This design comes from an exercise in tuning for small area and a short achievable clock period on the open sky130 flow, not from production work.
At most, simulation tests tie the RTL to the original design; equivalence was not proved.
Power and IR drop assume default switching activity.

==> 01-12: inputs <==
==> flow/design.v (excerpt) <==
module pipe_mul #(
    parameter int XLEN   = 32,
    parameter int STAGES = 4,
    parameter int TAG_W  = 4
) (
    input  logic                clk_i,
    input  logic                rst_i,
    input  logic                req_i,
    input  logic                flush_i,
    input  logic [1:0]          op_i,
    input  logic [XLEN-1:0]     a_i,
    input  logic [XLEN-1:0]     b_i,
    input  logic [TAG_W-1:0]    tag_i,
    output logic                ready_o,
    output logic [XLEN-1:0]     result_o,
    output logic [2*XLEN-1:0]   product_o,
    output logic [TAG_W-1:0]    tag_o,
    output logic                busy_o
);
==> flow/config.mk <==
export PLATFORM = sky130hd
export DESIGN_NAME = pipe_mul
export DESIGN_NICKNAME = pipe_mul
export VERILOG_FILES = /design/flow/design.v
export SDC_FILE = /design/flow/constraint.sdc
export NUM_CORES = 4
export LEC_CHECK = 0
export ABC_AREA = 1
export CAP_MARGIN = 20
export CORE_MARGIN = 2
export CORE_UTILIZATION = 40
export SETUP_SLACK_MARGIN = 5
export SLEW_MARGIN = 20
export SYNTH_HIERARCHICAL = 1
==> flow/constraint.sdc <==
create_clock -name core_clock -period 8.5 [get_ports {clk_i}]
set_input_delay 1.7000 -clock core_clock [delete_from_list [all_inputs] [get_ports {clk_i}]]
set_output_delay 1.7000 -clock core_clock [all_outputs]
set_load 0.01 [all_outputs]
standard.sh (not shown) runs the stock make flow with config.mk's settings and CLKGATE_MAP_FILE= SYNTH_SCRIPT=/design/flow/synth_recipe.tcl, a recipe that flattens the netlist after the stock synthesis.
==> flow/flow/run.sh <==
#!/bin/bash
# Standard layout, with plain buffers on the ports.
cp standard.sh standard_sh.txt
export BUFFER_PORTS_ARGS="-buffer_cell sky130_fd_sc_hd__buf_2"
bash standard.sh > standard.log 2>&1
==> 09-01: changes against 01-12 <==
--- a/flow/design.v
+++ b/flow/design.v
@@ -4329,31 +4329,26 @@
         r3_w1644 <= w1644;
         r3_w1645 <= w1645;
         r1_w3 <= w3;
         r2_r1_w3 <= r1_w3;
         r3_r2_r1_w3 <= r2_r1_w3;
     end
     logic [63:0] w_prod;
     assign w_prod = {w2044, w2043, w2042, w2041, w2040, w2039, w2038, w2037, w2036, w2035, w2034, w2033, w2032, w2031, w2030, w2029, w2028, w2027, w2026, w2025, w2024, w2023, w2022, w2021, w2020, w2019, w2018, w2017, w2016, w2015, w2014, w2013, w2012, w2011, w2010, w2009, w2008, w2007, w2006, w2005, w2004, w2003, w2002, w2001, w2000, w1999, w1998, w1997, w1996, w1995, w1994, w1993, w1992, w1991, r3_w1655, r3_w1653, r3_w1651, r3_w1649, r3_w1647, r3_r2_w1095, r3_r2_w1093, r3_r2_w1091, r3_r2_w1089, r3_r2_w1087};
+    logic w_ld, w_hold, r_sel_lo;
+    assign w_ld   = rst_i & r_vld[3] & ~flush_i;
+    assign w_hold = rst_i & ~(r_vld[3] & ~flush_i);
     always_ff @(posedge clk_i) begin
-        if (!rst_i) begin
-            ready_o   <= 1'b0;
-            result_o  <= '0;
-            product_o <= '0;
-            tag_o     <= '0;
-        end else begin
-            ready_o <= r_vld[3] & ~flush_i;
-            if (r_vld[3] && !flush_i) begin
-                tag_o     <= r_tag[3];
-                product_o <= w_prod;
-                result_o  <= r3_r2_r1_w3 ? w_prod[31:0] : w_prod[63:32];
-            end
-        end
+        ready_o   <= w_ld;
+        r_sel_lo  <= (r3_r2_r1_w3 & w_ld) | (r_sel_lo & w_hold);
+        tag_o     <= (r_tag[3] & {4{w_ld}}) | (tag_o & {4{w_hold}});
+        product_o <= (w_prod & {64{w_ld}}) | (product_o & {64{w_hold}});
     end
+    assign result_o = r_sel_lo ? product_o[31:0] : product_o[63:32];
 endmodule
 module pm_fa (
     input  logic a,
     input  logic b,
     input  logic c,
     output logic s,
     output logic co
 );
==> flow/flow/run.sh (replaced) <==
#!/bin/bash
# Standard layout with plain buf_2 port buffers.
export BUFFER_PORTS_ARGS="-buffer_cell sky130_fd_sc_hd__buf_2"
bash standard.sh > standard.log 2>&1
--- a/flow/config.mk
+++ b/flow/config.mk
@@ -4,11 +4,14 @@
 export VERILOG_FILES = /design/flow/design.v
 export SDC_FILE = /design/flow/constraint.sdc
 export NUM_CORES = 4
 export LEC_CHECK = 0
 export ABC_AREA = 1
 export CAP_MARGIN = 20
 export CORE_MARGIN = 2
 export CORE_UTILIZATION = 40
+export CTS_BUF_LIST = sky130_fd_sc_hd__clkbuf_8 sky130_fd_sc_hd__clkbuf_16
+export CTS_CLUSTER_DIAMETER = 50
+export CTS_CLUSTER_SIZE = 24
 export SETUP_SLACK_MARGIN = 5
 export SLEW_MARGIN = 20
 export SYNTH_HIERARCHICAL = 1
==> 03-15: changes against 01-12 <==
--- a/flow/design.v
+++ b/flow/design.v
@@ -4329,31 +4329,26 @@
         r3_w1644 <= w1644;
         r3_w1645 <= w1645;
         r1_w3 <= w3;
         r2_r1_w3 <= r1_w3;
         r3_r2_r1_w3 <= r2_r1_w3;
     end
     logic [63:0] w_prod;
     assign w_prod = {w2044, w2043, w2042, w2041, w2040, w2039, w2038, w2037, w2036, w2035, w2034, w2033, w2032, w2031, w2030, w2029, w2028, w2027, w2026, w2025, w2024, w2023, w2022, w2021, w2020, w2019, w2018, w2017, w2016, w2015, w2014, w2013, w2012, w2011, w2010, w2009, w2008, w2007, w2006, w2005, w2004, w2003, w2002, w2001, w2000, w1999, w1998, w1997, w1996, w1995, w1994, w1993, w1992, w1991, r3_w1655, r3_w1653, r3_w1651, r3_w1649, r3_w1647, r3_r2_w1095, r3_r2_w1093, r3_r2_w1091, r3_r2_w1089, r3_r2_w1087};
+    logic w_ld, w_hold, r_sel_lo;
+    assign w_ld   = rst_i & r_vld[3] & ~flush_i;
+    assign w_hold = rst_i & ~(r_vld[3] & ~flush_i);
     always_ff @(posedge clk_i) begin
-        if (!rst_i) begin
-            ready_o   <= 1'b0;
-            result_o  <= '0;
-            product_o <= '0;
-            tag_o     <= '0;
-        end else begin
-            ready_o <= r_vld[3] & ~flush_i;
-            if (r_vld[3] && !flush_i) begin
-                tag_o     <= r_tag[3];
-                product_o <= w_prod;
-                result_o  <= r3_r2_r1_w3 ? w_prod[31:0] : w_prod[63:32];
-            end
-        end
+        ready_o   <= w_ld;
+        r_sel_lo  <= (r3_r2_r1_w3 & w_ld) | (r_sel_lo & w_hold);
+        tag_o     <= (r_tag[3] & {4{w_ld}}) | (tag_o & {4{w_hold}});
+        product_o <= (w_prod & {64{w_ld}}) | (product_o & {64{w_hold}});
     end
+    assign result_o = r_sel_lo ? product_o[31:0] : product_o[63:32];
 endmodule
 module pm_fa (
     input  logic a,
     input  logic b,
     input  logic c,
     output logic s,
     output logic co
 );
==> flow/flow/run.sh (replaced) <==
#!/bin/bash
# Standard layout with plain buf_2 port buffers.
export BUFFER_PORTS_ARGS="-buffer_cell sky130_fd_sc_hd__buf_2"
bash standard.sh > standard.log 2>&1
--- a/flow/config.mk
+++ b/flow/config.mk
@@ -4,11 +4,14 @@
 export VERILOG_FILES = /design/flow/design.v
 export SDC_FILE = /design/flow/constraint.sdc
 export NUM_CORES = 4
 export LEC_CHECK = 0
 export ABC_AREA = 1
 export CAP_MARGIN = 20
 export CORE_MARGIN = 2
 export CORE_UTILIZATION = 40
+export CTS_BUF_LIST = sky130_fd_sc_hd__clkbuf_4 sky130_fd_sc_hd__clkbuf_8
+export CTS_CLUSTER_DIAMETER = 60
+export CTS_CLUSTER_SIZE = 20
 export SETUP_SLACK_MARGIN = 5
 export SLEW_MARGIN = 20
 export SYNTH_HIERARCHICAL = 1
==> results.py <==
metrics = {
    "layout": {
        "buf_share_pct": 3.83,
        "top_regs": "product_o x64, r_tag x12, tag_o x4",
        "nFillCells": 7852,
        "post-route-util_pct": 45.4,
        "multi_input_area_share_pct": 59.3,
    },
    "logic_synthesis": {
        "syn_inst": 3211,
        "syn-cell-area_um2": 33800,
        "ys_ff_latch": 463,
    },
    "timing": {
        "slew_headroom_pct": 35.4,
        "fin_hold_ws_ns": 0.320,
    },
    "setup_path": {
        "slowest_stage": "buf_4",
    },
    "global_route": {
        "grt_max_degree": 40,
        "grt_use_met2_pct": 38.4,
    },
    "hold_path": {
        "hold_start": "r1_w401$_DFF_P_",
    },
    "status": {
        "status": "complete, no violations",
    },
    "floorplan": {
        "dieArea_um2": 86800,
    },
    "power": {
        "seqPwrFrac_pct": 21.8,
    },
}
The numbers above come from 09-01.

==> results.py <==
metrics = {
    "hold_path": {
        "hold_start": "r_tag[2][2]$_DFF_P_",
    },
    "timing": {
        "fin_hold_ws_ns": 0.321,
        "slew_headroom_pct": 32.6,
    },
    "status": {
        "status": "complete, no violations",
    },
    "power": {
        "seqPwrFrac_pct": 20.3,
    },
    "layout": {
        "multi_input_area_share_pct": 59.3,
        "top_regs": "product_o x64, result_o x32, r_tag x12",
    },
    "logic_synthesis": {
        "ys_ff_latch": 494,
    },
    "floorplan": {
        "dieArea_um2": 89200,
    },
}
The numbers above come from 01-12.

==> results.py <==
metrics = {
    "timing": {
        "fin_hold_ws_ns": 0.313,
        "slew_headroom_pct": 32.3,
    },
    "layout": {
        "top_regs": "product_o x64, r_tag x12, tag_o x4",
        "multi_input_area_share_pct": 61.1,
        "buf_share_pct": 3.82,
    },
    "power": {
        "seqPwrFrac_pct": 23.5,
    },
    "global_route": {
        "grt_use_met2_pct": 38.0,
        "grt_max_degree": 40,
    },
    "setup_path": {
        "slowest_stage": "buf_4",
    },
    "floorplan": {
        "dieArea_um2": 86800,
    },
    "status": {
        "status": "complete, no violations",
    },
    "logic_synthesis": {
        "syn_inst": 3211,
    },
}
The numbers above come from 03-15.

Function not checked in 09-01 and 03-15: the RTL went through the layout flow alone.

==> build 87 <==
pipe_mul, a different RTL version from the one above (not shown whole).
## pipe_mul
module pipe_mul #(
    parameter int XLEN   = 32,
    parameter int STAGES = 4,
    parameter int TAG_W  = 4
) (
    input  logic                clk_i,
    input  logic                rst_i,
    input  logic                req_i,
    input  logic                flush_i,
    input  logic [1:0]          op_i,
    input  logic [XLEN-1:0]     a_i,
    input  logic [XLEN-1:0]     b_i,
    input  logic [TAG_W-1:0]    tag_i,
    output logic                ready_o,
    output logic [XLEN-1:0]     result_o,
    output logic [2*XLEN-1:0]   product_o,
    output logic [TAG_W-1:0]    tag_o,
    output logic                busy_o
);
    logic [3:1] r_vld;
    logic [3:0] r_tag [1:3];
    always_ff @(posedge clk_i) begin
        if (!rst_i || flush_i) begin
            r_vld  <= '0;
            busy_o <= 1'b0;
        end else begin
            r_vld  <= {r_vld[2:1], req_i};
            busy_o <= req_i | r_vld[1] | r_vld[2];
        end
    end
    always_ff @(posedge clk_i) begin
        r_tag[1] <= tag_i;
        r_tag[2] <= r_tag[1];
        r_tag[3] <= r_tag[2];
    end
    logic w0;
    logic w1;
    logic w2;
    logic w3;
    logic w4;
    logic w5;
    logic w6;
    logic w7;
    logic w8;
    logic w9;
    logic w10;
    logic w11;
    logic w12;
    logic w13;
    logic w14;
    logic w15;
    logic w16;
    logic w17;
    logic w18;
    logic w19;
    logic w20;
    logic w21;
    logic w22;
    logic w23;
    logic w24;
    logic w25;
    logic w26;
    logic w27;
    logic w28;
    logic w29;
    logic w30;
    logic w31;
    logic w32;
    logic w33;
    logic w34;
    logic w35;
    logic w36;
    logic w37;
    logic w38;
    logic w39;
    logic w40;
    logic w41;
    logic w42;
    logic w43;
    logic w44;
    logic w45;
    logic w46;
    logic w47;
    logic w48;
    logic w49;
    logic w50;
    logic w51;
    logic w52;
    logic w53;
    logic w54;
    logic w55;
    logic w56;
    logic w57;
    logic w58;
  ...
export LEC_CHECK = 0
export ABC_AREA = 1
export CAP_MARGIN = 20
export CORE_MARGIN = 2
export CORE_UTILIZATION = 40
export CTS_BUF_LIST = sky130_fd_sc_hd__clkbuf_4 sky130_fd_sc_hd__clkbuf_8
export CTS_CLUSTER_DIAMETER = 40
export CTS_CLUSTER_SIZE = 16
export SETUP_SLACK_MARGIN = 5
export SLEW_MARGIN = 20
export SYNTH_HIERARCHICAL = 1
create_clock -name core_clock -period 8.5 [get_ports {clk_i}]
==> flow/flow/run.sh <==
#!/bin/bash
export BUFFER_PORTS_ARGS="-buffer_cell sky130_fd_sc_hd__buf_2"
bash standard.sh SETUP_SLACK_MARGIN=5.3 finish > standard.log 2>&1
==> trial 89: changes against build 87 <==
==> flow/flow/run.sh (replaced) <==
#!/bin/bash
# Standard layout with plain buf_2 port buffers and a clock tree without
# dummy loads.
export BUFFER_PORTS_ARGS="-buffer_cell sky130_fd_sc_hd__buf_2"
export CTS_ARGS="-sink_clustering_enable -repair_clock_nets -sink_clustering_size 16 -sink_clustering_max_diameter 40 -buf_list {sky130_fd_sc_hd__clkbuf_4 sky130_fd_sc_hd__clkbuf_8} -dont_use_dummy_load"
bash standard.sh > standard.log 2>&1
==> build 11: changes against build 87 <==
==> flow/flow/run.sh (replaced) <==
#!/bin/bash
# Standard layout with plain buf_2 port buffers.
export BUFFER_PORTS_ARGS="-buffer_cell sky130_fd_sc_hd__buf_2"
bash standard.sh > standard.log 2>&1
==> comparison table <==
quantity	trial 89	build 87	build 11
Setup CP Type	register to register	register to output port	register to register
Proportion of final cell area spent on non-clock buffers	3.59%	6.36%	3.54%
Register fraction of the total cell area	25.8%	24.4%	25.2%
Count of placed standard cells in the final layout, fillers left out	4194	4313	4256
Startpoint of the worst register-to-register path	r1_w229	r1_b_i_15	r1_w343
Initial DRC Count	2018	2350	2215
Number of buffers added for setup after CTS	2	12	3
Number of resized instances in the post-cts repair step	12	114	8
Part of the cycle the worst path needs	40.7%	40.4%	40.5%
Clock-pin slew reported for the worst setup and hold paths after clock tree synthesis	70 ps	80 ps	80 ps
CP Launch Point	r1_w229	r_sel_lo	r1_w343
Clock network power	0.00148 W	0.00218 W	0.00218 W
Global router's overall resource usage	23.2%	23.4%	23.3%
Layout clock buffers	70	76	76
Relative max-transition margin	32.0%	39.4%	32.7%
Status	timing/DRC/antenna clean	timing/DRC/antenna clean	timing/DRC/antenna clean
Clk network pwr share	11.1%	15.1%	15.5%
DR WL met2	45.0 mm	47.1 mm	45.3 mm
Reg-to-Reg End	r2_w991	r2_w1005	r2_w1005
WL/cell	23.7 µm	24.4 µm	23.4 µm
Met3 track utilization from global routing	5.60%	6.22%	5.92%
Share of post-route cells with drive strength above 1	12.3%	18.5%	14.0%
Final worst hold slack	260 ps	309 ps	311 ps
Worst path slowest cell	dfxtp_2	dfxtp_4	dfxtp_2
Layout buffer count excluding clock buffers	220	279	222
First-pass GRT wire length	151 mm	153 mm	152 mm
Worst-case clock skew	113 ps	61.9 ps	62.8 ps

[separate check: timing with driven ports]
No port has a modelled driver above. Below, the same layouts with a new extraction and two added sets of constraints. Step 1 sets driving cells, clkbuf_16 on the clock port and buf_2 on the other inputs (assumed; they add their load-dependent delay and slew). Step 2 also shifts input and output timing later by t, the mid clock arrival at the registers, as if the neighbouring blocks saw the same clock. a / b / c = no drivers / after step 1 / after step 2; a / b = the first two.
run | t, ns | slack for setup (ns) | hold slack, ns | latest minus earliest clock arrival (ns) | worst data-port slew with drivers (ns)
01-12 | 0.696 | 4.926 / 4.926 / 4.588 | 0.321 / 0.321 / 0.321 | 0.038 / 0.038 | 0.17
09-01 | 0.698 | 5.057 / 5.036 / 4.665 | 0.320 / 0.320 / 0.320 | 0.046 / 0.046 | 0.07
03-15 | 0.721 | 5.074 / 5.069 / 4.659 | 0.313 / 0.313 / 0.313 | 0.038 / 0.038 | 0.07
build 87 | 0.743 | 5.069 / 5.002 / 5.258 | 0.309 / 0.309 / 0.309 | 0.068 / 0.068 | 0.06
trial 89 | 0.707 | 5.043 / 5.029 / 5.043 | 0.260 / 0.260 / 0.260 | 0.142 / 0.142 | 0.06
build 11 | 0.742 | 5.056 / 4.998 / 5.056 | 0.311 / 0.311 / 0.311 | 0.066 / 0.065 | 0.06
After both steps setup and hold are still met in every run listed. The setup slack of 03-15, which loses most, moves by -0.005 ns with the drivers and by -0.415 ns with both steps.
